Source: an optimization exercise on an open RTL-to-GDS flow (aim: small area, a short achievable clock period and few clock cycles). Production flows keep margins and buffers that such runs may drop.
The RTL was checked by simulation tests, not by an equivalence proof against the original design.

<file path="design/flow/constraint.sdc">
create_clock -name core_clock -period 14.0 [get_ports {clk}]
set_input_delay 2.8000 -clock core_clock [delete_from_list [all_inputs] [get_ports {clk}]]
set_output_delay 2.8000 -clock core_clock [all_outputs]
set_load 0.01 [all_outputs]
</file>
<file path="design/flow/run.sh">
#!/bin/bash
# synth_recipe.tcl (not shown) runs the flow's synth.tcl, then flattens the netlist and writes it again
# the make line also repeats each setting of config.mk as NAME=value (left out here)
make -C /OpenROAD-flow-scripts/flow DESIGN_CONFIG=/design/flow/config.mk WORK_HOME=/design/flow/orfs CLKGATE_MAP_FILE= SYNTH_SCRIPT=/design/flow/synth_recipe.tcl finish
</file>
<file path="design/flow/design.v">
`default_nettype none
package dw_quant_pkg;
    typedef logic signed [7:0]  data_t;    
    typedef logic signed [31:0] acc_t;
    typedef logic signed [15:0] mul_t;
    typedef logic        [5:0]  shift_t;
    typedef logic [71:0] kernel_t;    
    typedef struct packed {
        acc_t   bias;
        mul_t   mul;
        shift_t shift;
        data_t  relu_min;
        data_t  relu_max;
    } quant_t;
    typedef struct packed {
        logic  valid;
        logic  last;     
        data_t data;
    } tap_t;
    typedef struct packed {
        logic  valid;
        data_t data;
    } res_t;
endpackage
`default_nettype wire
`default_nettype none
package conv_geom_pkg;
    typedef logic        [15:0] dim_t;
    typedef logic signed [16:0] coord_t;   
    typedef logic        [31:0] addr_t;
    typedef struct packed {
        dim_t                in_img_h;
        dim_t                in_img_w;
        coord_t              tile_in_row;
        coord_t              tile_in_col;
        dim_t                tile_out_h;
        dim_t                tile_out_w;
        dim_t                channels;
        dim_t                stride;
        logic signed [7:0]    pad_value;
        addr_t               in_base;
        addr_t               buf_base;
    } tile_cfg_t;
    typedef struct packed {
        logic  en;
        addr_t addr;
    } mem_rd_req_t;
    typedef struct packed {
        logic                en;
        addr_t               addr;
        logic signed [7:0]   data;
    } buf_wr_t;
endpackage
`default_nettype wire
`timescale 1ns/1ps
`default_nettype none
module dw_tile_top (
    input  wire         clk,
    input  wire         rst_n,
    input  wire         start_i,
    output logic        busy_o,
    output logic        done_o,
    input  wire  [15:0] cfg_in_img_h_i,
    input  wire  [15:0] cfg_in_img_w_i,
    input  wire  [16:0] cfg_tile_in_row_i,
    input  wire  [16:0] cfg_tile_in_col_i,
    input  wire  [15:0] cfg_tile_out_h_i,
    input  wire  [15:0] cfg_tile_out_w_i,
    input  wire  [15:0] cfg_channels_i,
    input  wire  [15:0] cfg_stride_i,
    input  wire  [7:0]  cfg_pad_value_i,
    input  wire  [31:0] cfg_in_base_i,
    input  wire  [31:0] cfg_buf_base_i,
    output logic        in_rd_en_o,
    output logic [31:0] in_rd_addr_o,
    input  wire  [7:0]  in_rd_data_i,
    output logic        buf_wr_en_o,
    output logic [31:0] buf_wr_addr_o,
    output logic [7:0]  buf_wr_data_o,
    input  wire  [71:0] kernel_i,
    input  wire  [31:0] q_bias_i,
    input  wire  [15:0] q_mul_i,
    input  wire  [5:0]  q_shift_i,
    input  wire  [7:0]  q_relu_min_i,
    input  wire  [7:0]  q_relu_max_i,
    output logic [15:0] ch_idx_o
);
    logic start_acc;
    assign start_acc = start_i && !busy_o;
    logic [15:0] h_q, hm1_q, w_q, oh_q, ow_q, cm1_q, cs_q;
    logic [16:0] r0_q, x0_q, bst_q;
    logic [1:0]  sm_q;           
    logic [1:0]  sc_q;           
    logic [7:0]  pad_q;
    logic        x0in_q, r0in_q, r0dn_q;
    logic        ohh2_q, ohlb_q;     
    logic        cf_s3;
    assign cf_s3 = (cfg_stride_i >= 16'd3);
    always_ff @(posedge clk) begin
        if (!busy_o) begin
            h_q     <= cfg_in_img_h_i;
            hm1_q   <= cfg_in_img_h_i - 16'd1;
            w_q     <= cfg_in_img_w_i;
            oh_q    <= cfg_tile_out_h_i;
            ow_q    <= cfg_tile_out_w_i;
            cm1_q   <= cfg_channels_i - 16'd1;
            cs_q    <= cf_s3 ? cfg_stride_i - 16'd2 : 16'd1;
            sm_q    <= cf_s3 ? 2'd3 : cfg_stride_i[1:0];
            sc_q    <= cf_s3 ? 2'd0 : (cfg_stride_i[1:0] == 2'd2) ? 2'd1 : 2'd2;
            bst_q   <= cf_s3 ? {1'b0, cfg_stride_i} : {cfg_stride_i, 1'b0};
            r0_q    <= cfg_tile_in_row_i;
            x0_q    <= cfg_tile_in_col_i;
            pad_q   <= cfg_pad_value_i;
        end
        x0in_q <= !x0_q[16] && (x0_q[15:0] < w_q);
        r0in_q <= !r0_q[16] && (r0_q[15:0] <= hm1_q);
        r0dn_q <= (r0_q[15:0] < hm1_q);
        ohh2_q <= (sm_q != 2'd3) && (oh_q >= 16'd2);
        ohlb_q <= (oh_q <= (((sm_q != 2'd3) && (oh_q >= 16'd2)) ? 16'd2 : 16'd1));
    end
    logic        run_q;          
    logic        wdone_q;        
    logic        w_t_q;          
    logic        q_t_q;          
    logic        ch_inc_q;       
    logic [1:0]  chs_q;          
    logic        cool_q;         
    logic [1:0]  mop_q;          
    logic [2:0]  mcnt_q;         
    logic [4:0]  m_dq;           
    logic [31:0] macc_q;
    logic [21:0] m_pq;           
    logic [31:0] chan_q;         
    logic [31:0] band_q;         
    logic [31:0] rdp_q;          
    logic [31:0] bs_q;           
    logic [31:0] hw_q;           
    logic [31:0] nxt_q;          
    logic        bs_ok_q, hw_ok_q, m_fin0;
    logic [15:0] m_a_n;
    logic [1:0]  mop_n;
    logic [2:0]  mcnt_n;
    logic [4:0]  m_d_n;
    logic signed [21:0] m_prod;
    logic [31:0] m_next, m_fin;
    always_comb begin
        mop_n  = mop_q;
        mcnt_n = mcnt_q;
        if (mop_q != 2'd3) begin
            mcnt_n = mcnt_q + 3'd1;
            if (mcnt_q == 3'd4) begin
                mcnt_n = 3'd0;
                case (mop_q)
                    2'd0:    mop_n = (sm_q == 2'd3) ? 2'd1 : 2'd2;
                    2'd1:    mop_n = 2'd2;
                    default: mop_n = 2'd3;
                endcase
            end
        end
        case (mop_n)
            2'd0:    m_a_n = r0_q[15:0];
            2'd1:    m_a_n = bst_q[15:0];
            default: m_a_n = h_q;
        endcase
        if (mop_n == 2'd0 && mcnt_n == 3'd0) m_d_n = r0_q[16:12];
        else                                 m_d_n = {1'b0, m_a_n[4*(3 - mcnt_n[1:0]) +: 4]};
        m_prod = $signed({1'b0, w_q}) * $signed(m_dq);
        m_next = ((mcnt_q == 3'd1) ? 32'd0 : {macc_q[27:0], 4'd0}) +
                 {{10{m_pq[21]}}, m_pq};
        m_fin  = chan_q + {macc_q[27:0], 4'd0} + {{10{m_pq[21]}}, m_pq};
    end
    assign m_fin0 = (mop_q == 2'd0) && (mcnt_q == 3'd4);
    logic [16:0] top_q;          
    logic [16:0] rc_q;           
    logic [16:0] xc_q;           
    logic [16:0] rem_q;          
    logic [15:0] rrem_q;         
    logic [2:0]  step_q;         
    logic [2:0]  fstep_q;        
    logic [2:0]  lstep_q;        
    logic        dir_q;          
    logic        bempty_q;       
    logic [1:0]  kx_q;           
    logic        oxg1_q, oxg2_q;
    logic        colf_q;         
    logic        colin_q, rcin_q, rcdn_q;
    logic        kwrap_q, lastcol_q, cpl_q, has2_q, lastband_q;
    logic [2:0]  sv_q;
    logic        rowok, seek, rd, cont, colend, stall, adv;
    logic        bend, crst, brst;
    logic [15:0] rdec;
    logic [31:0] row_sum, col_sum;
    logic [16:0] rc_pm, xc_sum, top_sum;
    logic [15:0] rr_sub;
    always_comb begin
        rowok  = colin_q && !bempty_q;
        seek   = rowok && rc_q[16];
        rd     = rowok && rcin_q;
        cont   = dir_q ? (step_q != fstep_q) : ((step_q != lstep_q) && rcdn_q);
        colend = !seek && !(rd && cont);
        stall = colend && ((cpl_q && (cool_q || (q_t_q != w_t_q))) ||
                           (lastcol_q && (!bs_ok_q || (lastband_q && !hw_ok_q))));
        adv   = run_q && !wdone_q && !stall;
        bend  = adv && colend && lastcol_q;
        crst  = m_fin0 || (bend && lastband_q);     
        brst  = bend && !lastband_q;                
        row_sum = rdp_q + ({16'd0, w_q} ^ {32{dir_q}}) + {31'd0, dir_q};
        col_sum = rdp_q + (kwrap_q ? {16'd0, cs_q} : 32'd1);
        rc_pm   = dir_q ? rc_q - 17'd1 : rc_q + 17'd1;
        xc_sum  = xc_q + (kwrap_q ? {1'b0, cs_q} : 17'd1);
        top_sum = top_q + bst_q;
        rdec    = has2_q ? 16'd2 : 16'd1;
        rr_sub  = rrem_q - rdec;
    end
    assign in_rd_en_o   = run_q && !wdone_q && rd;
    assign in_rd_addr_o = rdp_q;
    logic        k_wrap_n, k_last_n, k_cpl_n;
    logic [2:0]  k_sv_n;
    logic [1:0]  kx_n;
    logic        oxg1_n, oxg2_n;
    logic        r_ge0, r_gem1, r_gem2, r_eqdl;    
    logic [16:0] mdl;                              
    always_comb begin
        case (sm_q)
            2'd1:    mdl = 17'h1FFFE;
            2'd2:    mdl = 17'h1FFFF;
            default: mdl = 17'h00000;
        endcase
        if (!kwrap_q) begin
            kx_n   = kx_q + 2'd1;
            oxg1_n = oxg1_q;
            oxg2_n = oxg2_q;
            r_ge0  = !rem_q[16];
            r_gem1 = !rem_q[16] || (rem_q == 17'h1FFFF);
            r_gem2 = !rem_q[16] || (rem_q == 17'h1FFFF) || (rem_q == 17'h1FFFE);
            r_eqdl = (rem_q == mdl);
        end else begin
            kx_n   = 2'd0;
            oxg1_n = 1'b1;
            oxg2_n = oxg1_q;
            r_ge0  = !rem_q[16] && (rem_q != 17'd0);
            r_gem1 = !rem_q[16];
            r_gem2 = !rem_q[16] || (rem_q == 17'h1FFFF);
            r_eqdl = (rem_q == mdl + 17'd1);
        end
        k_sv_n   = {oxg2_n && r_gem2, oxg1_n && r_gem1, r_ge0};
        k_wrap_n = ({1'b0, kx_n} + 3'd1 == {1'b0, sm_q});
        k_last_n = r_eqdl && (kx_n == ((sm_q == 2'd3) ? 2'd2 : 2'd0));
        case (sm_q)
            2'd1:    k_cpl_n = k_sv_n[2];
            2'd2:    k_cpl_n = k_sv_n[1] && (kx_n == 2'd0);
            default: k_cpl_n = k_sv_n[0] && (kx_n == 2'd2);
        endcase
    end
    logic b_has2_n, b_last_n;
    always_comb begin
        b_has2_n = (sm_q != 2'd3) && (rr_sub >= 16'd2);
        b_last_n = (rr_sub <= (b_has2_n ? 16'd2 : 16'd1));
    end
    logic        c1_rd, c1_sh, c1_cpl, c1_h2, c1_be;
    logic [2:0]  c1_step, c1_sv;
    logic [1:0]  c1_kx;
    logic        c2_cpl, c2_h2, c2_be;
    logic signed [8:0] dq;
    logic [5:0][3:0]   bneg, bone, btwo;
    logic [5:0][19:0]  acc_q;
    logic        c3_cpl, c3_h2;
    logic        h_v0, h_be, h_p2;
    logic [19:0] h_s0, h_s1;
    logic        r0_v, r0_row1, r0_be, r0_p2, r0_ihm;
    logic [20:0] r0_x;           
    logic [1:0]  r0_c, r0_k;     
    logic        r1_v, r1_row1, r1_be, r1_p2, r1_ihm;
    logic [29:0] r1_m0, r1_m1;   
    logic [27:0] r1_hi;          
    logic        r3_v, r3_row1, r3_be, r3_p2;
    logic [7:0]  r3_lo8;
    logic        r3_fits, r3_neg;
    logic        lb_q;           
    logic [19:0] q_il;           
    logic [27:0] q_ihm;          
    logic        q_ihmax, q_ihmin;
    logic [15:0] q_mul;
    logic [7:0]  qb_neg, qb_one, qb_two;     
    logic [5:0]  q_shift;
    logic [7:0]  q_rmin, q_rmax;
    logic signed [9:0]  sw1_q [3];
    logic signed [11:0] sw_q;
    logic signed [19:0] psw_q;
    logic pipe_empty, qload, last_out;
    assign pipe_empty = !c1_cpl && !c2_cpl && !c3_cpl && !h_v0 && !r0_v && !r1_v &&
                        !r3_v && !r0_ihm && !r1_ihm;
    assign qload      = busy_o && (q_t_q != w_t_q) && !ch_inc_q && (chs_q == 2'd3) && pipe_empty;
    assign last_out   = wdone_q && r3_v && !r1_v && !r0_v && !h_v0 &&
                        !c1_cpl && !c2_cpl && !c3_cpl;
    always_ff @(posedge clk or negedge rst_n) begin
        if (!rst_n) begin
            busy_o    <= 1'b0;
            done_o    <= 1'b0;
            run_q     <= 1'b0;
            wdone_q   <= 1'b0;
            w_t_q     <= 1'b0;
            q_t_q     <= 1'b0;
            ch_inc_q  <= 1'b0;
            chs_q     <= 2'd0;
            cool_q    <= 1'b0;
            mop_q     <= 2'd3;
            mcnt_q    <= 3'd0;
            bs_ok_q   <= 1'b0;
            hw_ok_q   <= 1'b0;
            ch_idx_o  <= 16'd0;
            c1_rd     <= 1'b0;
            c1_cpl    <= 1'b0;
            c1_sh     <= 1'b0;
            c2_cpl    <= 1'b0;
            c3_cpl    <= 1'b0;
            h_v0      <= 1'b0;
            r0_v      <= 1'b0;
            r1_v      <= 1'b0;
            r3_v      <= 1'b0;
            r0_ihm    <= 1'b0;
            r1_ihm    <= 1'b0;
            buf_wr_en_o <= 1'b0;
        end else begin
            done_o    <= 1'b0;
            ch_inc_q  <= 1'b0;
            if (chs_q != 2'd3) chs_q <= chs_q + 2'd1;
            if (ch_inc_q) begin
                ch_idx_o <= ch_idx_o + 16'd1;
                chs_q    <= 2'd0;
            end
            cool_q    <= 1'b0;
            c1_rd     <= adv && rd;
            c1_cpl    <= adv && colend && cpl_q;
            c1_sh     <= adv && colf_q && (kx_q == 2'd0);
            c2_cpl    <= c1_cpl;
            c3_cpl    <= c2_cpl;
            r1_v      <= r0_v;
            r3_v      <= r1_v;
            buf_wr_en_o <= r3_v;
            r0_ihm <= qload;
            r1_ihm <= r0_ihm;
            if (r1_ihm) q_t_q <= w_t_q;
            r0_v <= c3_cpl || h_v0;
            h_v0 <= c3_cpl && c3_h2;
            mop_q   <= mop_n;
            mcnt_q  <= mcnt_n;
            bs_ok_q <= mop_q[1];
            hw_ok_q <= (mop_q == 2'd3);
            if (m_fin0) run_q <= 1'b1;
            if (start_acc) begin
                busy_o   <= 1'b1;
                run_q    <= 1'b0;
                wdone_q  <= 1'b0;
                w_t_q    <= ~w_t_q;
                ch_idx_o <= 16'd0;
                chs_q    <= 2'd0;
                mop_q    <= 2'd0;
                mcnt_q   <= 3'd0;
                bs_ok_q  <= 1'b0;
                hw_ok_q  <= 1'b0;
            end else begin
                if (last_out) begin
                    busy_o <= 1'b0;
                    done_o <= 1'b1;
                    run_q  <= 1'b0;
                end
                if (adv) begin
                    if (colend && cpl_q && has2_q) cool_q <= 1'b1;
                    if (bend && lastband_q) begin
                        if (ch_idx_o == cm1_q) begin
                            wdone_q <= 1'b1;
                        end else begin
                            w_t_q    <= ~w_t_q;
                            ch_inc_q <= 1'b1;
                        end
                    end
                end
            end
        end
    end
    always_ff @(posedge clk) begin
        m_dq   <= !busy_o ? cfg_tile_in_row_i[16:12] : m_d_n;
        m_pq   <= m_prod;
        macc_q <= m_next;
        nxt_q  <= lastband_q ? chan_q + hw_q : band_q + bs_q;
        if (!busy_o) begin
            chan_q <= cfg_in_base_i + {{15{cfg_tile_in_col_i[16]}}, cfg_tile_in_col_i};
            bs_q   <= (cfg_stride_i == 16'd1) ? {15'd0, cfg_in_img_w_i, 1'b0} :
                      (cfg_stride_i == 16'd2) ? {14'd0, cfg_in_img_w_i, 2'b0} : 32'd0;
        end else if (mcnt_q == 3'd4) begin
            case (mop_q)
                2'd1:    bs_q <= m_next;
                2'd2:    hw_q <= m_next;
                default: ;
            endcase
        end
        if (crst || brst) begin
            rdp_q     <= m_fin0 ? m_fin : nxt_q;
            band_q    <= m_fin0 ? m_fin : nxt_q;
            xc_q      <= x0_q;
            colin_q   <= x0in_q;
            kx_q      <= 2'd0;
            rem_q     <= {1'b0, ow_q} - 17'd1;
            oxg1_q    <= 1'b0;
            oxg2_q    <= 1'b0;
            kwrap_q   <= (sm_q == 2'd1);
            lastcol_q <= 1'b0;
            cpl_q     <= 1'b0;
            sv_q      <= 3'b001;
            step_q    <= 3'd0;
            fstep_q   <= 3'd0;
            dir_q     <= 1'b0;
            bempty_q  <= 1'b0;
            colf_q    <= 1'b1;
            if (crst) begin
                chan_q     <= m_fin0 ? m_fin : nxt_q;
                rrem_q     <= oh_q;
                has2_q     <= ohh2_q;
                lastband_q <= ohlb_q;
                lstep_q    <= ohh2_q ? {1'b0, sm_q} + 3'd2 : 3'd2;
                top_q      <= r0_q;
                rc_q       <= r0_q;
                rcin_q     <= r0in_q;
                rcdn_q     <= r0dn_q;
            end else begin
                rrem_q     <= rr_sub;
                has2_q     <= b_has2_n;
                lastband_q <= b_last_n;
                lstep_q    <= b_has2_n ? {1'b0, sm_q} + 3'd2 : 3'd2;
                top_q      <= top_sum;
                rc_q       <= top_sum;
                rcin_q     <= !top_sum[16] && (top_sum[15:0] <= hm1_q);
                rcdn_q     <= (top_sum[15:0] < hm1_q);
            end
        end else if (adv) begin
            colf_q <= 1'b0;
            if (seek) begin
                if (step_q != lstep_q) begin
                    step_q  <= step_q + 3'd1;
                    fstep_q <= step_q + 3'd1;
                    rc_q    <= rc_pm;
                    rdp_q   <= row_sum;
                    rcin_q  <= (rc_q == 17'h1FFFF);
                    rcdn_q  <= (rc_pm[15:0] < hm1_q);
                end else begin
                    bempty_q <= 1'b1;
                end
            end else if (rd && cont) begin
                step_q <= dir_q ? step_q - 3'd1 : step_q + 3'd1;
                rc_q   <= rc_pm;
                rdp_q  <= row_sum;
                rcin_q <= dir_q ? 1'b1 : rcdn_q;
                rcdn_q <= dir_q ? 1'b1 : (rc_pm[15:0] < hm1_q);
            end else begin
                colf_q    <= 1'b1;
                rdp_q     <= col_sum;
                if (rd) dir_q <= ~dir_q;
                xc_q      <= xc_sum;
                colin_q   <= !xc_sum[16] && (xc_sum[15:0] < w_q);
                kx_q      <= kx_n;
                oxg1_q    <= oxg1_n;
                oxg2_q    <= oxg2_n;
                if (kwrap_q) rem_q <= rem_q - 17'd1;
                kwrap_q   <= k_wrap_n;
                lastcol_q <= k_last_n;
                cpl_q     <= k_cpl_n;
                sv_q      <= k_sv_n;
            end
        end
    end
    always_ff @(posedge clk) begin
        c1_h2   <= has2_q;
        c1_be   <= lastcol_q;
        c1_step <= step_q;
        c1_sv   <= sv_q;
        c1_kx   <= kx_q;
    end
    logic [5:0]       l_en;
    logic [5:0][3:0]  l_idx;
    logic [5:0][8:0]  l_wb;      
    logic [2:0][3:0]  kxs;
    logic [2:0]       ky1;
    always_comb begin
        ky1 = c1_step - {1'b0, sm_q};
        for (int s = 0; s < 3; s++) begin
            kxs[s]     = {2'd0, c1_kx} + 4'(s) * {2'd0, sm_q};
            l_en[s]    = c1_rd && c1_sv[s] && (kxs[s] <= 4'd2) && (c1_step <= 3'd2);
            l_idx[s]   = {1'b0, c1_step} * 4'd3 + kxs[s];
            l_en[3+s]  = c1_rd && c1_sv[s] && (kxs[s] <= 4'd2) && c1_h2 && (c1_step >= {1'b0, sm_q});
            l_idx[3+s] = {1'b0, ky1} * 4'd3 + kxs[s];
        end
        for (int l = 0; l < 6; l++) begin
            l_wb[l] = l_en[l] ? {kernel_i[8*l_idx[l] +: 8], 1'b0} : 9'd0;
        end
    end
    always_ff @(posedge clk) begin
        c2_h2  <= c1_h2;
        c2_be  <= c1_be;
        c3_h2  <= c2_h2;
        dq     <= $signed({in_rd_data_i[7], in_rd_data_i}) - $signed({pad_q[7], pad_q});
        for (int l = 0; l < 6; l++) begin
            for (int i = 0; i < 4; i++) begin
                bneg[l][i] <= l_wb[l][2*i+2] && !(l_wb[l][2*i+1] && l_wb[l][2*i]);
                bone[l][i] <= l_wb[l][2*i+1] ^ l_wb[l][2*i];
                btwo[l][i] <= (l_wb[l][2*i+2 -: 3] == 3'b011) || (l_wb[l][2*i+2 -: 3] == 3'b100);
            end
        end
    end
    logic [5:0][19:0] acc_n;
    logic [5:0][3:0][19:0] l_row;
    logic [5:0][19:0] l_negs;
    always_comb begin
        for (int l = 0; l < 6; l++) begin
            l_negs[l] = 20'd0;
            for (int i = 0; i < 4; i++) begin
                logic [10:0] m;
                m = bone[l][i] ? {{2{dq[8]}}, dq} : btwo[l][i] ? {dq[8], dq, 1'b0} : 11'd0;
                m = m ^ {11{bneg[l][i]}};
                l_row[l][i] = {{9{m[10]}}, m} << (2*i);
                l_negs[l][2*i] = bneg[l][i];
            end
            acc_n[l] = acc_q[l] + l_row[l][0] + l_row[l][1] + l_row[l][2] + l_row[l][3] + l_negs[l];
        end
    end
    always_ff @(posedge clk) begin
        for (int l = 0; l < 6; l++) begin
            if (!c1_sh)                acc_q[l] <= acc_n[l];
            else if (l == 0 || l == 3) acc_q[l] <= 20'd0;
            else                       acc_q[l] <= acc_n[l-1];
        end
        if (c2_cpl) begin
            h_s0 <= acc_n[sc_q];
            h_s1 <= acc_n[3 + sc_q];
            h_be <= c2_be;
            h_p2 <= c2_h2;
        end
    end
    logic [31:0] qinit;
    logic [16:0] qm_b;
    assign qm_b = {q_mul_i, 1'b0};
    assign qinit = q_bias_i + {{12{psw_q[19]}}, psw_q};
    always_ff @(posedge clk) begin
        for (int g = 0; g < 3; g++) begin
            sw1_q[g] <= $signed(kernel_i[24*g +: 8]) + $signed(kernel_i[24*g+8 +: 8]) +
                        $signed(kernel_i[24*g+16 +: 8]);
        end
        sw_q  <= sw1_q[0] + sw1_q[1] + sw1_q[2];
        psw_q <= $signed(pad_q) * sw_q;
        if (qload) begin
            q_il    <= qinit[19:0];
            q_mul   <= q_mul_i;
            for (int i = 0; i < 8; i++) begin
                qb_neg[i] <= qm_b[2*i+2] && !(qm_b[2*i+1] && qm_b[2*i]);
                qb_one[i] <= qm_b[2*i+1] ^ qm_b[2*i];
                qb_two[i] <= (qm_b[2*i+2 -: 3] == 3'b011) || (qm_b[2*i+2 -: 3] == 3'b100);
            end
            q_shift <= q_shift_i;
            q_rmin  <= q_relu_min_i;
            q_rmax  <= q_relu_max_i;
        end
        if (r0_ihm) begin
            q_ihmax <= (r0_x[11:0] == 12'h7FF);
            q_ihmin <= (r0_x[11:0] == 12'h800);
        end
        if (r1_ihm) q_ihm <= p48[27:0];
    end
    logic [19:0]        s_in;
    logic signed [21:0] t_al;
    logic [1:0]         t_k;
    logic [1:0][29:0]   m_h;
    logic [27:0]        m_hi, hi_t1, hi_t2;
    logic [47:0]        p48;
    always_comb begin
        s_in  = (c3_cpl && c3_h2) ? h_s1 : h_s0;
        t_al  = $signed({2'b00, q_il}) + $signed({{2{s_in[19]}}, s_in});
        t_k   = (t_al[21:20] == 2'b01 && q_ihmax) ? 2'b01 :
                (t_al[21:20] == 2'b11 && q_ihmin) ? 2'b11 : 2'b00;
        for (int h = 0; h < 2; h++) begin
            logic [29:0] rows [4];
            logic [29:0] negs;
            negs = 30'd0;
            for (int i = 0; i < 4; i++) begin
                logic [21:0] m;
                m = qb_one[4*h+i] ? {r0_x[20], r0_x} : qb_two[4*h+i] ? {r0_x, 1'b0} : 22'd0;
                m = m ^ {22{qb_neg[4*h+i]}};
                rows[i] = {{8{m[21]}}, m} << (2*i);
                negs[2*i] = qb_neg[4*h+i];
            end
            m_h[h] = rows[0] + rows[1] + rows[2] + rows[3] + negs;
        end
        hi_t1 = (r0_c == 2'b01) ? {{12{q_mul[15]}}, q_mul} :
                (r0_c == 2'b11) ? ~{{12{q_mul[15]}}, q_mul} : 28'd0;
        hi_t2 = (r0_k == 2'b11) ? {q_mul, 12'd0} :
                (r0_k == 2'b01) ? ~{q_mul, 12'd0} : 28'd0;
        m_hi  = q_ihm + hi_t1 + hi_t2 + {27'd0, r0_c == 2'b11} + {27'd0, r0_k == 2'b01};
        p48   = {{18{r1_m0[29]}}, r1_m0} + {{10{r1_m1[29]}}, r1_m1, 8'd0} + {r1_hi, 20'd0};
    end
    always_ff @(posedge clk) begin
        r0_row1 <= c3_cpl && c3_h2;
        r0_be   <= (c3_cpl && c3_h2) ? 1'b0 : h_be;
        r0_p2   <= h_p2;
        r0_x    <= qload ? {{9{qinit[31]}}, qinit[31:20]} : {1'b0, t_al[19:0]};
        r0_c    <= t_al[21:20];
        r0_k    <= t_k;
        r1_row1 <= r0_row1;
        r1_be   <= r0_be;
        r1_p2   <= r0_p2;
        r1_m0   <= m_h[0];
        r1_m1   <= m_h[1];
        r1_hi   <= r0_ihm ? 28'd0 : m_hi;
    end
    logic signed [47:0] sh;
    logic [47:0]        zb, mask;
    logic [6:0]         fpos;
    logic               gt, lt;
    logic [7:0]         res;
    logic [31:0]        wp_b, wp_sum;
    always_comb begin
        sh   = $signed(p48) >>> q_shift;
        zb   = p48 ^ {48{p48[47]}};
        fpos = {1'b0, q_shift} + 7'd7;
        mask = ~48'd0 << fpos;
        gt   = r3_fits ? ($signed(r3_lo8) > $signed(q_rmax)) : !r3_neg;
        lt   = r3_fits ? ($signed(r3_lo8) < $signed(q_rmin)) : r3_neg;
        res  = gt ? q_rmax : (lt ? q_rmin : r3_lo8);
        if (r3_row1)    wp_b = lb_q ? {15'd0, ow_q, 1'b0} : {16'd0, ow_q};
        else if (r3_p2) wp_b = {16'hFFFF, ~ow_q};
        else            wp_b = lb_q ? {16'd0, ow_q} : 32'd0;
        wp_sum = buf_wr_addr_o + wp_b + 32'd1;
    end
    always_ff @(posedge clk) begin
        r3_row1 <= r1_row1;
        r3_be   <= r1_be;
        r3_p2   <= r1_p2;
        r3_lo8  <= sh[7:0];
        r3_fits <= ((zb & mask) == 48'd0);
        r3_neg  <= p48[47];
        buf_wr_data_o <= res;
        if (!busy_o) begin
            buf_wr_addr_o <= cfg_buf_base_i - 32'd1;
            lb_q          <= 1'b0;
        end else if (r3_v) begin
            buf_wr_addr_o <= wp_sum;
            lb_q          <= !r3_row1 && r3_p2 && r3_be;
        end
    end
endmodule
`default_nettype wire
</file>
<file path="design/flow/config.mk">
export PLATFORM = sky130hd
export DESIGN_NAME = dw_tile_top
export DESIGN_NICKNAME = dw_tile_top
export VERILOG_FILES = /design/flow/design.v
export SDC_FILE = /design/flow/constraint.sdc
export NUM_CORES = 4
export LEC_CHECK = 0
export CAP_MARGIN = 50
export CORE_MARGIN = 2
export CORE_UTILIZATION = 40
export SLEW_MARGIN = 70
</file>
==> run notes, run 1 <==
CP max-delay cell a2111oi_1; Setup TNS Final 0 ns; CTS Buf Count 155; Seq cells post-synth 1,184; synth unique cells 106; die area 273,100 sq um; Worst R2R End r3_lo8[2]; pin count of the biggest net entering global routing 78; hold depth 0; via-per-instance ratio 5.529; layout cells sized above 1 9.531%; initial antenna violation count 28; deepest clock path buffer count 4; Buffers on Ports 446; core footprint 267,700 sq um; Hold-fix buffers, CTS 0; syn nets 13.77k; critical setup path kind flop to flop; Hold WC Path Type flop to flop; Slew @ Worst Pin 0.4951 ns; Worst Hold Path EP c2_be; # nets final 14.13k; Die W 522.6 microns; clk latency of the worst-skew pair 0.88 ns; worst clock skew 0.1058 ns; Setup violations, final 0; I/O Pins 447; Max transition margin 66.64%; top_reg_cell synth edfxtp_1; Avg Cell Area, Syn 9.153 sq um; cts repair resizes 0; CP Launch Type flop; Reg2Reg Depth 28; final wirelength 341.9 mm; fin crit period 6.545 ns; Iter 0 DRT Violations 7,401; wire length per cell 21.64 microns; asr flop ratio synth 3.801%; final worst path period share 46.75%; reg2reg start r1_m0[8]; Crit. End Element flop; RSZ-0062 raised after global routing no; GR Util All Layers 24.52%; number of H-tree levels 4; most frequent cells in the layout nand2_1, inv_1, ha_1; DRT antenna net count 0; Starting Density 40.19%; Yosys warnings 4; Post-CTS Setup Inserts 0; register area share after synthesis 27.64%; final RePlAce weighted congestion 0.9574; Die Ht 522.6 microns; Fin Hold WS 0.3233 ns; DRC 0; Worst Path Arrival 7.20 ns; P&R area growth vs syn 15.52%; Rows 190; GRT overflow 0; Filler cells 25.17k; TritonCTS clock tree built; commonest non-fill, non-tap cell in the layout nand2_1; Max Clk Rate 152.8 MHz; CP max stage delay 0.42 ns; critical path data required time 14.66 ns; Root Buffer clkbuf_16; clock slew seen by the registers of the worst setup and hold paths 0.06 ns; Slew Viols, Final 0; 1st-pass router iterations 7; maximum net fanout on the critical path 10; Netlist Area Pre-Place 107,600 sq um; final core utilization 46.43%; critical hold path startpoint c1_be; MaxCap Viol Count 0; post-DP HPWL 271.1 mm; Hold Fails Final Rpt 0; status no timing/DRC/antenna violations; vias in the first global route 86.33k; clk sink count 1,184; number of synthesized flops with an enable pin 580; Post-Synthesis Cells 11.76k; first-pass GRT wire length 520.5 mm; Most common cell on crit path o21ai_0; vias after detailed routing 87.33k; FF-to-FF setup slack 7.45 ns
## cell type report
| cell class | count | area (sq um) | area share, % |
|---|---|---|---|
| Antenna cell | 10 | 25.02 | 0.02013 |
| Clock buffer | 195 | 4278 | 3.442 |
| Clock inverter | 88 | 870.8 | 0.7006 |
| Inverter | 1155 | 4377 | 3.521 |
| Multi-Input combinational cell | 8924 | 73680 | 59.28 |
| Sequential cell | 1184 | 29890 | 24.05 |
| Tap cell | 3552 | 4444 | 3.576 |
| Timing Repair Buffer | 688 | 6725 | 5.411 |
## routing by layer
metal / part of all wire [%] / global-route usage [%]
met4: 3.7 / 8.383
met2: 45 / 38.75
met1: 44 / 33.87
met5: 0.035 / 0
met3: 7.4 / 4.056
## cell usage after synthesis, drive strengths merged (81+ instances only)
master / number / share of area, %
nand2: 1285 / 4.5
inv: 1152 / 4.0
ha: 1042 / 12
o21ai: 783 / 3.6
xnor2: 751 / 6.1
nor2: 721 / 2.5
a21oi: 638 / 3.0
fa: 622 / 12
edfxtp: 580 / 16
dfxtp: 559 / 10
xor2: 482 / 3.9
clkbuf: 411 / 1.4
a21o: 217 / 1.5
and2: 206 / 1.2
mux2i: 184 / 1.7
nor3: 163 / 0.76
nand3: 159 / 0.74
a22oi: 126 / 0.88
nor2b: 118 / 0.69
nand2b: 109 / 0.64
mux2: 105 / 1.1
o21a: 105 / 0.73
mux4: 101 / 2.1
a211oi: 85 / 0.60
buf: 81 / 0.29
## through the flow
step                      setup WS (ns)  instances  area [sq um]
after CTS                         7.448      15768        123500
after global placement            6.914      15370        115600
after detailed placement          7.411      15485        118400
after floorplan                   7.196      11755        107600
after global routing              6.993      15790        124300
final                             7.455      15796        124300
## registers in the layout (all words and copies together) (netlist names), 32 cells and up
signal         cells
buf_wr_addr_o     32
chan_q            32
nxt_q             32
acc_q            120
bs_q              32
hw_q              32
rdp_q             32
band_q            32
## critical path, delay by kind of cell, from the launching register on
family / cells / cell delay (ns)
buf+inv: 3 / 0.51
xor+xnor: 2 / 0.42
compound gates: 16 / 3.82
fa+ha+maj: 3 / 0.79
flops: 1 / 0.30
simple gates: 4 / 0.57
## cell families after synthesis
group	synth area share (%)
other	0.003485
multiplexers	4.925
buffers and inverters	5.758
AND/OR/NAND/NOR	13.28
flip-flops	27.64
XOR/XNOR	10.07
AO/OA/AOI/OAI	14.64
adder cells (fa/ha/maj)	23.69
## worst max path at each step
stage / start / endpoint / slack (ns) / depth (start not counted)
global route: r1_m0[8] / r3_lo8[2] / 6.99 / 28
detailed placement: cfg_tile_in_col_i[1] / chan_q[31] / 7.41 / 14
CTS: r1_m0[14] / r3_lo8[2] / 7.45 / 24
floorplan: busy_o / buf_wr_addr_o[12] / 7.20 / 4
global placement: q_bias_i[1] / r0_x[9] / 6.91 / 14
finish: r1_m0[8] / r3_lo8[2] / 7.45 / 28
Testbench counts, summed over its fixed seeds: cycles 63,728.
==> run 2, diff against run 1 <==
--- a/design/flow/config.mk
+++ b/design/flow/config.mk
@@ -6,6 +6,6 @@
 export NUM_CORES = 4
 export LEC_CHECK = 0
-export CAP_MARGIN = 50
+export CAP_MARGIN = 20
 export CORE_MARGIN = 2
 export CORE_UTILIZATION = 40
-export SLEW_MARGIN = 70
+export SLEW_MARGIN = 20
==> run notes, run 2 <==
clock slew seen by the registers of the worst setup and hold paths 0.06 ns (about the same); Worst Path Arrival 7.30 ns (+0.10 ns); DRC 0 (unchanged); final wirelength 339.7 mm (-0.63%); TritonCTS clock tree built; I/O Pins 447 (unchanged); top cells by area, synth edfxtp_1, ha_1, fa_1; pin count of the biggest net entering global routing 92 (+18%); hold depth 0 (unchanged); number of synthesized flops with an enable pin 580 (unchanged); vias in the first global route 85.63k (-0.81%); largest reg by FF count acc_q; most frequent cells in the layout nand2_1, inv_1, ha_1; Hold WC Path Type flop to flop; xor/xnor cell area share of the yosys netlist 10.07% (unchanged); core footprint 267,700 sq um (unchanged); RSZ-0062 raised after global routing no; Hold Fails Final Rpt 0 (unchanged); clk sink count 1,184 (unchanged); CTS Buf Count 155 (unchanged); Yosys warnings 4 (unchanged); Rows 190 (unchanged); register area share after synthesis 27.64% (unchanged); P&R area growth vs syn 12.37%; fin crit period 6.673 ns (+0.1277 ns); Netlist Area Pre-Place 107,600 sq um (unchanged); Setup violations, final 0 (unchanged); commonest non-fill, non-tap cell in the layout nand2_1; Buffers on Ports 446 (unchanged); Crit. End Element flop; Max Clk Rate 149.9 MHz (-1.9%); DRT antenna net count 0 (unchanged); synthesized-area fraction occupied by and/or/nand/nor cells 13.28% (unchanged); post-DP HPWL 266.9 mm (-1.6%); vias after detailed routing 86.62k (-0.82%); MaxCap Viol Count 0 (unchanged); Starting Density 40.19% (unchanged); reg2reg start r1_m0[13]; deepest clock path buffer count 4 (unchanged); worst clock skew 0.07916 ns (-0.02664 ns); Hold-fix buffers, CTS 0 (unchanged); wire length per cell 21.68 microns (+0.18%); GRT overflow 0 (unchanged); worst setup path startpoint r1_m0[13]; Iter 0 DRT Violations 7,150 (-3.4%); initial antenna violation count 27 (-3.6%); Filler cells 25.48k (+1.3%); final RePlAce weighted congestion 0.9574 (unchanged); max reg flops 120 (unchanged); top_reg_cell synth edfxtp_1; asr flop ratio synth 3.801% (unchanged); Compound-Gate Fraction of Synth Area 14.64% (unchanged); synth unique cells 106 (unchanged); GR Util All Layers 24.36% (-0.17 points); DP Worst Slack 7.018 ns (-0.3937 ns); layout cells sized above 1 5.775% (-3.8 points); die area 273,100 sq um (unchanged); Post-CTS Setup Inserts 0 (unchanged); Die Ht 522.6 microns (unchanged); critical setup path kind flop to flop; syn nets 13.77k (unchanged); Die W 522.6 microns (unchanged); status no timing/DRC/antenna violations; Root Buffer clkbuf_16; via-per-instance ratio 5.528 (about the same); most instantiated cells after synthesis nand2_1, inv_1, ha_1; CP Launch Type flop; Post-Synthesis Cells 11.76k (unchanged); main combinational cell family by area after synthesis adder cells; share of Yosys cell area claimed by the top area cell type 16.19% (unchanged); Slew @ Worst Pin 1.180 ns (+0.6847 ns); Seq cells post-synth 1,184 (unchanged); critical hold path startpoint r0_p2; Reg2Reg Depth 23 (-18%); final worst path period share 47.66% (+0.91 points); maximum net fanout on the critical path 14 (+4); Slew Viols, Final 0 (unchanged); cts repair resizes 0 (unchanged); clk latency of the worst-skew pair 0.86 ns (-0.02 ns); Max transition margin 20.78% (-46 points); critical path data required time 14.63 ns (-0.03 ns); # nets final 14.00k (-0.93%); FF-to-FF setup slack 7.33 ns (-0.13 ns); post-synth top area cell edfxtp_1; 1st-pass router iterations 10 (+3); most numerous cell in the Yosys netlist nand2_1; Post-Synth Adder-Cell Area 23.69% (unchanged); first-pass GRT wire length 517.3 mm (-0.62%); Setup TNS Final 0 ns (unchanged); multiplexer share of the synthesized area 4.925% (unchanged); Avg Cell Area, Syn 9.153 sq um (unchanged); number of H-tree levels 4 (unchanged); Worst Setup Slack, final 7.327 ns (-0.1277 ns)
-- run 2: cell counts after synthesis --
No cell type changed its count.
-- run 2: path summary, 6_finish.rpt --
check	end
max	r3_lo8[2]
min	r1_p2
max reg2reg	r3_lo8[2]
min reg2reg	r1_p2
max in group asynchronous	busy_o
min in group asynchronous	ch_idx_o[11]
-- run 2: layer usage --
layer,up-vias,wire (microns),track usage (%)
met5,-,160,0
met4,26,12710,8.289
met3,562,25700,4.264
met2,3101,150800,38.36
met1,42007,150400,33.60
li1,40922,-,-
-- run 2: cell type report --
cell class	instances	area (sq um)	share of cell area (%)
clock buffers	183	4180	3.457
multi-input cells	8924	71790	59.38
clock inverters	101	1046	0.8651
diodes	12	30.03	0.02484
well taps	3552	4444	3.676
repair buffers	557	5308	4.390
inverters	1155	4348	3.596
flip-flops and latches	1184	29760	24.61
-- run 2: cells by family (layout without fill, tap and decap cells) --
logic type | after synthesis | after routing
buf+inv | 1647 | 1996
compound gates | 2514 | 2514
mux | 390 | 390
fa+ha+maj | 1664 | 1664
other cells | 1 | 13
xor+xnor | 1234 | 1234
flops | 1184 | 1184
simple gates | 3121 | 3121
-- run 2: worst max-delay path: stages (launching register included) --
cell	delay [ns]
dfxtp_1	0.30
ha_1	0.23
or3_1	0.37
o22ai_1	0.23
o211ai_1	0.22
a211oi_1	0.41
o21ai_0	0.23
a2111oi_0	0.44
nor2_1	0.14
a41o_1	0.30
o21ai_0	0.24
xnor2_1	0.20
ha_1	0.34
and3_1	0.26
and3_1	0.21
a221oi_4	0.32
a21oi_2	0.11
a211o_1	0.30
a21oi_2	0.14
xnor2_1	0.10
xnor2_2	0.61
o21ai_0	0.19
a2111oi_0	0.50
o31ai_1	0.12
-- run 2: per-stage QoR --
step / utilization (%) / cell area [sq um] / hold slack (ns) / instances
after global routing: 45.16 / 120900 / 0.3446 / 15661
after CTS: 45.14 / 120800 / 0.3298 / 15654
after global placement: 43.18 / 115600 / 0.3165 / 15370
after floorplan: - / 107600 / 0.3096 / 11755
after detailed placement: 43.18 / 115600 / 0.3121 / 15370
final: 45.17 / 120900 / 0.3266 / 15668
==> run 3, diff against run 2 <==
--- a/design/flow/design.v
+++ b/design/flow/design.v
@@ -129,4 +129,8 @@
     logic [2:0]  mcnt_q;         
     logic [4:0]  m_dq;           
+    logic        fdig_q, facc_q;     
+    logic        r0_s1, r0_s2;
+    assign r0_s1 = (cfg_tile_in_row_i[16:3] == 14'd0) || (cfg_tile_in_row_i[16:3] == 14'h3FFF);
+    assign r0_s2 = (cfg_tile_in_row_i[16:7] == 10'd0) || (cfg_tile_in_row_i[16:7] == 10'h3FF);
     logic [31:0] macc_q;
     logic [21:0] m_pq;           
@@ -137,5 +141,6 @@
     logic [31:0] hw_q;           
     logic [31:0] nxt_q;          
-    logic        bs_ok_q, hw_ok_q, m_fin0;
+    logic        bs_ok_q, hw_ok_q, m_fin0, fin_q;
+    logic [31:0] nxt_sum;
     logic [15:0] m_a_n;
     logic [1:0]  mop_n;
@@ -143,5 +148,5 @@
     logic [4:0]  m_d_n;
     logic signed [21:0] m_prod;
-    logic [31:0] m_next, m_fin;
+    logic [31:0] m_next;
     always_comb begin
         mop_n  = mop_q;
@@ -166,9 +171,9 @@
         else                                 m_d_n = {1'b0, m_a_n[4*(3 - mcnt_n[1:0]) +: 4]};
         m_prod = $signed({1'b0, w_q}) * $signed(m_dq);
-        m_next = ((mcnt_q == 3'd1) ? 32'd0 : {macc_q[27:0], 4'd0}) +
+        m_next = (facc_q ? 32'd0 : {macc_q[27:0], 4'd0}) +
                  {{10{m_pq[21]}}, m_pq};
-        m_fin  = chan_q + {macc_q[27:0], 4'd0} + {{10{m_pq[21]}}, m_pq};
+        nxt_sum = lastband_q ? chan_q + hw_q : band_q + bs_q;
     end
-    assign m_fin0 = (mop_q == 2'd0) && (mcnt_q == 3'd4);
+    assign m_fin0 = fin_q;
     logic [16:0] top_q;          
     logic [16:0] rc_q;           
@@ -264,8 +269,8 @@
     logic signed [8:0] dq;
     logic [5:0][3:0]   bneg, bone, btwo;
-    logic [5:0][19:0]  acc_q;
+    logic [5:0][19:0]  acc_s, acc_c;
     logic        c3_cpl, c3_h2;
     logic        h_v0, h_be, h_p2;
-    logic [19:0] h_s0, h_s1;
+    logic [19:0] h0s, h0c, h1s, h1c;     
     logic        r0_v, r0_row1, r0_be, r0_p2, r0_ihm;
     logic [20:0] r0_x;           
@@ -274,8 +279,11 @@
     logic [29:0] r1_m0, r1_m1;   
     logic [27:0] r1_hi;          
+    logic        r2_v, r2_row1, r2_be, r2_p2, r2_ihm;
+    logic [47:0] r2_p;           
     logic        r3_v, r3_row1, r3_be, r3_p2;
     logic [7:0]  r3_lo8;
     logic        r3_fits, r3_neg;
     logic        lb_q;           
+    logic        fw_q;           
     logic [19:0] q_il;           
     logic [27:0] q_ihm;          
@@ -289,8 +297,8 @@
     logic signed [19:0] psw_q;
     logic pipe_empty, qload, last_out;
-    assign pipe_empty = !c1_cpl && !c2_cpl && !c3_cpl && !h_v0 && !r0_v && !r1_v &&
-                        !r3_v && !r0_ihm && !r1_ihm;
+    assign pipe_empty = !c1_cpl && !c2_cpl && !c3_cpl && !h_v0 && !r0_v && !r1_v && !r2_v &&
+                        !r3_v && !r0_ihm && !r1_ihm && !r2_ihm;
     assign qload      = busy_o && (q_t_q != w_t_q) && !ch_inc_q && (chs_q == 2'd3) && pipe_empty;
-    assign last_out   = wdone_q && r3_v && !r1_v && !r0_v && !h_v0 &&
+    assign last_out   = wdone_q && r3_v && !r2_v && !r1_v && !r0_v && !h_v0 &&
                         !c1_cpl && !c2_cpl && !c3_cpl;
     always_ff @(posedge clk or negedge rst_n) begin
@@ -309,4 +317,7 @@
             bs_ok_q   <= 1'b0;
             hw_ok_q   <= 1'b0;
+            fin_q     <= 1'b0;
+            fdig_q    <= 1'b0;
+            facc_q    <= 1'b0;
             ch_idx_o  <= 16'd0;
             c1_rd     <= 1'b0;
@@ -318,5 +329,7 @@
             r0_v      <= 1'b0;
             r1_v      <= 1'b0;
+            r2_v      <= 1'b0;
             r3_v      <= 1'b0;
+            r2_ihm    <= 1'b0;
             r0_ihm    <= 1'b0;
             r1_ihm    <= 1'b0;
@@ -337,9 +350,11 @@
             c3_cpl    <= c2_cpl;
             r1_v      <= r0_v;
-            r3_v      <= r1_v;
+            r2_v      <= r1_v;
+            r3_v      <= r2_v;
             buf_wr_en_o <= r3_v;
             r0_ihm <= qload;
             r1_ihm <= r0_ihm;
-            if (r1_ihm) q_t_q <= w_t_q;
+            r2_ihm <= r1_ihm;
+            if (r2_ihm) q_t_q <= w_t_q;
             r0_v <= c3_cpl || h_v0;
             h_v0 <= c3_cpl && c3_h2;
@@ -348,4 +363,7 @@
             bs_ok_q <= mop_q[1];
             hw_ok_q <= (mop_q == 2'd3);
+            fin_q   <= (mop_q == 2'd0) && (mcnt_q == 3'd4);
+            fdig_q  <= start_acc || ((mcnt_q == 3'd4) && (mop_n != 2'd3));
+            facc_q  <= fdig_q;
             if (m_fin0) run_q <= 1'b1;
             if (start_acc) begin
@@ -357,5 +375,5 @@
                 chs_q    <= 2'd0;
                 mop_q    <= 2'd0;
-                mcnt_q   <= 3'd0;
+                mcnt_q   <= r0_s1 ? 3'd3 : r0_s2 ? 3'd2 : 3'd0;
                 bs_ok_q  <= 1'b0;
                 hw_ok_q  <= 1'b0;
@@ -381,8 +399,13 @@
     end
     always_ff @(posedge clk) begin
-        m_dq   <= !busy_o ? cfg_tile_in_row_i[16:12] : m_d_n;
+        if (!busy_o) begin
+            m_dq <= r0_s1 ? {cfg_tile_in_row_i[3], cfg_tile_in_row_i[3:0]} :
+                    r0_s2 ? {cfg_tile_in_row_i[7], cfg_tile_in_row_i[7:4]} : cfg_tile_in_row_i[16:12];
+        end else begin
+            m_dq <= m_d_n;
+        end
         m_pq   <= m_prod;
         macc_q <= m_next;
-        nxt_q  <= lastband_q ? chan_q + hw_q : band_q + bs_q;
+        nxt_q  <= nxt_sum;
         if (!busy_o) begin
             chan_q <= cfg_in_base_i + {{15{cfg_tile_in_col_i[16]}}, cfg_tile_in_col_i};
@@ -392,4 +415,5 @@
             case (mop_q)
                 2'd1:    bs_q <= m_next;
+                2'd0,
                 2'd2:    hw_q <= m_next;
                 default: ;
@@ -397,6 +421,6 @@
         end
         if (crst || brst) begin
-            rdp_q     <= m_fin0 ? m_fin : nxt_q;
-            band_q    <= m_fin0 ? m_fin : nxt_q;
+            rdp_q     <= m_fin0 ? nxt_sum : nxt_q;
+            band_q    <= m_fin0 ? nxt_sum : nxt_q;
             xc_q      <= x0_q;
             colin_q   <= x0in_q;
@@ -415,5 +439,5 @@
             colf_q    <= 1'b1;
             if (crst) begin
-                chan_q     <= m_fin0 ? m_fin : nxt_q;
+                chan_q     <= m_fin0 ? nxt_sum : nxt_q;
                 rrem_q     <= oh_q;
                 has2_q     <= ohh2_q;
@@ -434,4 +458,6 @@
                 rcdn_q     <= (top_sum[15:0] < hm1_q);
             end
+        end else if (!busy_o) begin
+            lastband_q <= 1'b1;
         end else if (adv) begin
             colf_q <= 1'b0;
@@ -508,29 +534,48 @@
         end
     end
-    logic [5:0][19:0] acc_n;
-    logic [5:0][3:0][19:0] l_row;
-    logic [5:0][19:0] l_negs;
+    logic [5:0][19:0] ns, nc;
     always_comb begin
         for (int l = 0; l < 6; l++) begin
-            l_negs[l] = 20'd0;
+            logic [19:0] r [4];
+            logic [19:0] a1, b1, a2, b2, a3, b3, n3;
             for (int i = 0; i < 4; i++) begin
                 logic [10:0] m;
                 m = bone[l][i] ? {{2{dq[8]}}, dq} : btwo[l][i] ? {dq[8], dq, 1'b0} : 11'd0;
                 m = m ^ {11{bneg[l][i]}};
-                l_row[l][i] = {{9{m[10]}}, m} << (2*i);
-                l_negs[l][2*i] = bneg[l][i];
+                r[i] = {{9{m[10]}}, m} << (2*i);
             end
-            acc_n[l] = acc_q[l] + l_row[l][0] + l_row[l][1] + l_row[l][2] + l_row[l][3] + l_negs[l];
+            r[1][0] = bneg[l][0];
+            r[2][2] = bneg[l][1];
+            r[3][4] = bneg[l][2];
+            n3 = {13'd0, bneg[l][3], 6'd0};
+            a1 = acc_s[l] ^ acc_c[l] ^ r[0];
+            b1 = ((acc_s[l] & acc_c[l]) | (acc_s[l] & r[0]) | (acc_c[l] & r[0])) << 1;
+            a2 = r[1] ^ r[2] ^ r[3];
+            b2 = ((r[1] & r[2]) | (r[1] & r[3]) | (r[2] & r[3])) << 1;
+            a3 = a1 ^ b1 ^ a2;
+            b3 = ((a1 & b1) | (a1 & a2) | (b1 & a2)) << 1;
+            ns[l] = a3 ^ b3 ^ b2;
+            nc[l] = (((a3 & b3) | (a3 & b2) | (b3 & b2)) << 1);
+            {ns[l], nc[l]} = {ns[l] ^ nc[l] ^ n3, ((ns[l] & nc[l]) | (ns[l] & n3) | (nc[l] & n3)) << 1};
         end
     end
     always_ff @(posedge clk) begin
         for (int l = 0; l < 6; l++) begin
-            if (!c1_sh)                acc_q[l] <= acc_n[l];
-            else if (l == 0 || l == 3) acc_q[l] <= 20'd0;
-            else                       acc_q[l] <= acc_n[l-1];
+            if (!c1_sh) begin
+                acc_s[l] <= ns[l];
+                acc_c[l] <= nc[l];
+            end else if (l == 0 || l == 3) begin
+                acc_s[l] <= 20'd0;
+                acc_c[l] <= 20'd0;
+            end else begin
+                acc_s[l] <= ns[l-1];
+                acc_c[l] <= nc[l-1];
+            end
         end
+        h1s <= ns[3 + sc_q];
+        h1c <= nc[3 + sc_q];
         if (c2_cpl) begin
-            h_s0 <= acc_n[sc_q];
-            h_s1 <= acc_n[3 + sc_q];
+            h0s  <= ns[sc_q];
+            h0c  <= nc[sc_q];
             h_be <= c2_be;
             h_p2 <= c2_h2;
@@ -564,7 +609,9 @@
             q_ihmin <= (r0_x[11:0] == 12'h800);
         end
-        if (r1_ihm) q_ihm <= p48[27:0];
+        if (r2_ihm) q_ihm <= r2_p[27:0];
     end
-    logic [19:0]        s_in;
+    logic [19:0]        s_in, c_in;
+    logic [20:0]        u_sc;
+    logic [21:0]        w_al;
     logic signed [21:0] t_al;
     logic [1:0]         t_k;
@@ -573,6 +620,9 @@
     logic [47:0]        p48;
     always_comb begin
-        s_in  = (c3_cpl && c3_h2) ? h_s1 : h_s0;
-        t_al  = $signed({2'b00, q_il}) + $signed({{2{s_in[19]}}, s_in});
+        s_in  = (c3_cpl && c3_h2) ? h1s : h0s;
+        c_in  = (c3_cpl && c3_h2) ? h1c : h0c;
+        u_sc  = {1'b0, s_in} + {1'b0, c_in};
+        w_al  = {2'b00, q_il} + {2'b00, s_in} + {2'b00, c_in};
+        t_al  = w_al - {{1'b0, u_sc[20]} + {1'b0, u_sc[19]}, 20'd0};
         t_k   = (t_al[21:20] == 2'b01 && q_ihmax) ? 2'b01 :
                 (t_al[21:20] == 2'b11 && q_ihmin) ? 2'b11 : 2'b00;
@@ -618,6 +668,6 @@
     logic [31:0]        wp_b, wp_sum;
     always_comb begin
-        sh   = $signed(p48) >>> q_shift;
-        zb   = p48 ^ {48{p48[47]}};
+        sh   = $signed(r2_p) >>> q_shift;
+        zb   = r2_p ^ {48{r2_p[47]}};
         fpos = {1'b0, q_shift} + 7'd7;
         mask = ~48'd0 << fpos;
@@ -628,20 +678,26 @@
         else if (r3_p2) wp_b = {16'hFFFF, ~ow_q};
         else            wp_b = lb_q ? {16'd0, ow_q} : 32'd0;
-        wp_sum = buf_wr_addr_o + wp_b + 32'd1;
+        wp_sum = buf_wr_addr_o + wp_b + {31'd0, !fw_q};
     end
     always_ff @(posedge clk) begin
-        r3_row1 <= r1_row1;
-        r3_be   <= r1_be;
-        r3_p2   <= r1_p2;
+        r2_row1 <= r1_row1;
+        r2_be   <= r1_be;
+        r2_p2   <= r1_p2;
+        r2_p    <= p48;
+        r3_row1 <= r2_row1;
+        r3_be   <= r2_be;
+        r3_p2   <= r2_p2;
         r3_lo8  <= sh[7:0];
         r3_fits <= ((zb & mask) == 48'd0);
-        r3_neg  <= p48[47];
+        r3_neg  <= r2_p[47];
         buf_wr_data_o <= res;
         if (!busy_o) begin
-            buf_wr_addr_o <= cfg_buf_base_i - 32'd1;
+            buf_wr_addr_o <= cfg_buf_base_i;
             lb_q          <= 1'b0;
+            fw_q          <= 1'b1;
         end else if (r3_v) begin
             buf_wr_addr_o <= wp_sum;
             lb_q          <= !r3_row1 && r3_p2 && r3_be;
+            fw_q          <= 1'b0;
         end
     end
==> run notes, run 3 <==
TritonCTS clock tree built; Die W 528.2 microns (+1.1%); I/O Pins 447 (unchanged); Max Clk Rate 160.6 MHz (+7.2%); die area 279,000 sq um (+2.1%); Slew Viols, Final 0 (unchanged); post-synth top area cell edfxtp_1; Compound-Gate Fraction of Synth Area 12.64% (-2.0 points); Filler cells 25.61k (+0.51%); initial antenna violation count 26 (-3.7%); synthesized-area fraction occupied by and/or/nand/nor cells 11.52% (-1.8 points); critical path data required time 14.80 ns (+0.17 ns); maximum net fanout on the critical path 17 (+3); final instance area 124,100 sq um (+2.6%); Die Ht 528.2 microns (+1.1%); FF-to-FF setup slack 7.88 ns (+0.55 ns); Max transition margin 24.91% (+4.1 points); number of H-tree levels 4 (unchanged); CTS Buf Count 174 (+12%); Post-Synth Adder-Cell Area 23.69% (about the same); Root Buffer clkbuf_16; Netlist Area Pre-Place 109,900 sq um (+2.2%); worst clock skew 0.07077 ns (-0.008392 ns); DP Worst Slack 6.878 ns (-0.1400 ns); # nets final 13.65k (-2.5%); DRT antenna net count 0 (unchanged); xor/xnor cell area share of the yosys netlist 8.837% (-1.2 points); cts repair resizes 0 (unchanged); Hold Fails Final Rpt 0 (unchanged); Buffers on Ports 446 (unchanged); layout cells sized above 1 7.395% (+1.6 points); GR Util All Layers 23.74% (-0.61 points); Rows 192 (+1.1%); GRT overflow 0 (unchanged); fin crit period 6.226 ns (-0.4468 ns); critical setup path kind primary input to flop; most frequent cells in the layout nand2_1, inv_1, ha_1; vias after detailed routing 83.79k (-3.3%); Slew @ Worst Pin 1.115 ns (-0.06522 ns); synth unique cells 97 (-8.5%); CP Launch Type primary input; Crit. End Element flop; Worst Path Arrival 7.03 ns (-0.27 ns); share of Yosys cell area claimed by the top area cell type 15.76% (-0.42 points); Seq cells post-synth 1,377 (+16%); Post-CTS Setup Inserts 0 (unchanged); largest reg by FF count acc_s; most instantiated cells after synthesis nand2_1, inv_1, ha_1; main combinational cell family by area after synthesis adder cells; multiplexer share of the synthesized area 6.962% (+2.0 points); number of synthesized flops with an enable pin 577 (-0.52%); vias in the first global route 85.55k (-0.096%); first-pass GRT wire length 513.1 mm (-0.81%); pin count of the biggest net entering global routing 100 (+8.7%); via-per-instance ratio 5.452 (-1.4%); register area share after synthesis 30.56% (+2.9 points); final RePlAce weighted congestion 0.9303 (-2.8%); DP Area 117,800 sq um (+1.9%); RSZ-0062 raised after global routing no; Avg Cell Area, Syn 9.640 sq um (+5.3%); clock slew seen by the registers of the worst setup and hold paths 0.06 ns (about the same); top cells by area, synth edfxtp_1, dfxtp_1, fa_1; clk sink count 1,377 (+16%); final wirelength 337.1 mm (-0.79%); final worst path period share 44.47% (-3.2 points); Setup violations, final 0 (unchanged); syn nets 13.43k (-2.5%); P&R area growth vs syn 12.89%; post-DP HPWL 264.5 mm (-0.90%); Starting Density 40.21% (about the same); Yosys warnings 10 (+6); Worst Setup Slack, final 7.774 ns (+0.4468 ns); MaxCap Viol Count 0 (unchanged); Iter 0 DRT Violations 6,823 (-4.6%); max reg flops 120 (unchanged); Hold-fix buffers, CTS 0 (unchanged); commonest non-fill, non-tap cell in the layout nand2_1; core footprint 273,400 sq um (+2.1%); Setup TNS Final 0 ns (unchanged); top_reg_cell synth dfxtp_1; status no timing/DRC/antenna violations; asr flop ratio synth 3.631% (-0.17 points); clk latency of the worst-skew pair 0.87 ns (about the same); 1st-pass router iterations 8 (-2); most numerous cell in the Yosys netlist nand2_1; Fin Hold WS 0.3208 ns (-0.005827 ns); Hold WC Path Type flop to flop; Regs by FF count acc_s (120), acc_c (102), r2_p (48); Post-Synthesis Cells 11.40k (-3.0%); wire length per cell 21.93 microns (+1.2%); deepest clock path buffer count 4 (unchanged); DRC 0 (unchanged)
-- run 3: cell count changes in the layout (fill, tap and decap cells not counted), sizes merged, moves of 72 or more --
cell / before / now
nor2: 721 / 530
mux2: 105 / 254
nand2: 1285 / 1213
nor2b: 118 / 227
a21oi: 638 / 496
dfxtp: 559 / 750
xnor2: 751 / 659
-- run 3: path summary, 6_finish.rpt --
| path | startpoint | endpoint | depth (start not counted) |
|---|---|---|---|
| worst max register to register | qb_two[4] | r1_m1[29] | 18 |
| worst max-delay path | cfg_tile_in_col_i[16] | chan_q[31] | 14 |
| min in group asynchronous | rst_n | ch_idx_o[2] | 1 |
| max in group asynchronous | rst_n | busy_o | 1 |
| worst min-delay path | r1_m0[0] | r2_p[0] | 0 |
| worst min register to register | r1_m0[0] | r2_p[0] | 0 |
-- run 3: worst max-delay path: stages --
cell,delay (ns)
clkdlybuf4s50_1,0.89
ha_1,0.66
and4_1,0.27
nand2_1,0.08
o22ai_1,0.19
a211oi_1,0.08
nor3_1,0.62
a2bb2oi_1,0.40
a311oi_1,0.20
a21oi_1,0.26
a31oi_1,0.13
xnor2_1,0.19
nor2_1,0.07
o211ai_1,0.19
-- run 3: cells by family after synthesis --
group           count (synthesis)
simple gates                 2758
buf+inv                      1689
flops                        1377
fa+ha+maj                    1675
mux                           584
xor+xnor                     1109
compound gates               2209
other cells                     1
-- run 3: cell type report --
class	instances	area, sq um	share of cell area, %
multi-input cells	8336	70120	56.51
flip-flops and latches	1377	33610	27.08
repair buffers	550	5263	4.241
clock buffers	225	4910	3.957
well taps	3589	4491	3.619
inverters	1179	4441	3.579
clock inverters	97	1216	0.9801
diodes	14	35.03	0.02823
-- run 3: layer usage --
metal / global-route usage (%) / part of all wire, % / vias up
met1: 30.26 / 42 / 41131
met2: 39.89 / 48 / 2575
met5: 0 / 0.035 / -
met3: 3.646 / 6.2 / 641
li1: - / - / 39423
met4: 10.07 / 4.4 / 18
-- run 3: metrics by stage --
step	util, %	cells
CTS	45.35	15352
finish	45.39	15367
detailed placement	43.10	15030
floorplan	-	11402
global placement	43.10	15029
global route	45.38	15362
Testbench counts of run 3, summed over its fixed seeds: cycles 64,126.

-- separate check: timing with driven ports --
No port has a modelled driver above. Below, the same layouts with a new extraction and two added sets of constraints. Step 1, drivers: a clkbuf_16 drives clk and a buf_2 each remaining input, both assumed. Step 2 moves the port delays by t, midway between the first and last clock arrival at a register: inputs arrive t later, outputs are due t later. That takes back most of the time a late clock gives input paths. a / b / c = ideal / step 1 / step 2; a / b = the first two.
run	t, ns	setup slack, ns	hold WS [ns]	clock arrival spread, ns	worst slew at a driven data input, ns
run 1	0.940	7.455 / 7.455 / 7.418	0.323 / 0.323 / 0.323	0.107 / 0.107	0.18
run 2	0.935	7.327 / 7.327 / 6.937	0.327 / 0.327 / 0.327	0.093 / 0.094	0.21
run 3	0.942	7.774 / 7.852 / 6.910	0.321 / 0.321 / 0.321	0.080 / 0.079	0.18
After both steps every run listed still meets setup and hold. The setup slack of run 3, which loses most, moves by +0.078 ns with the drivers and by -0.864 ns with both steps.
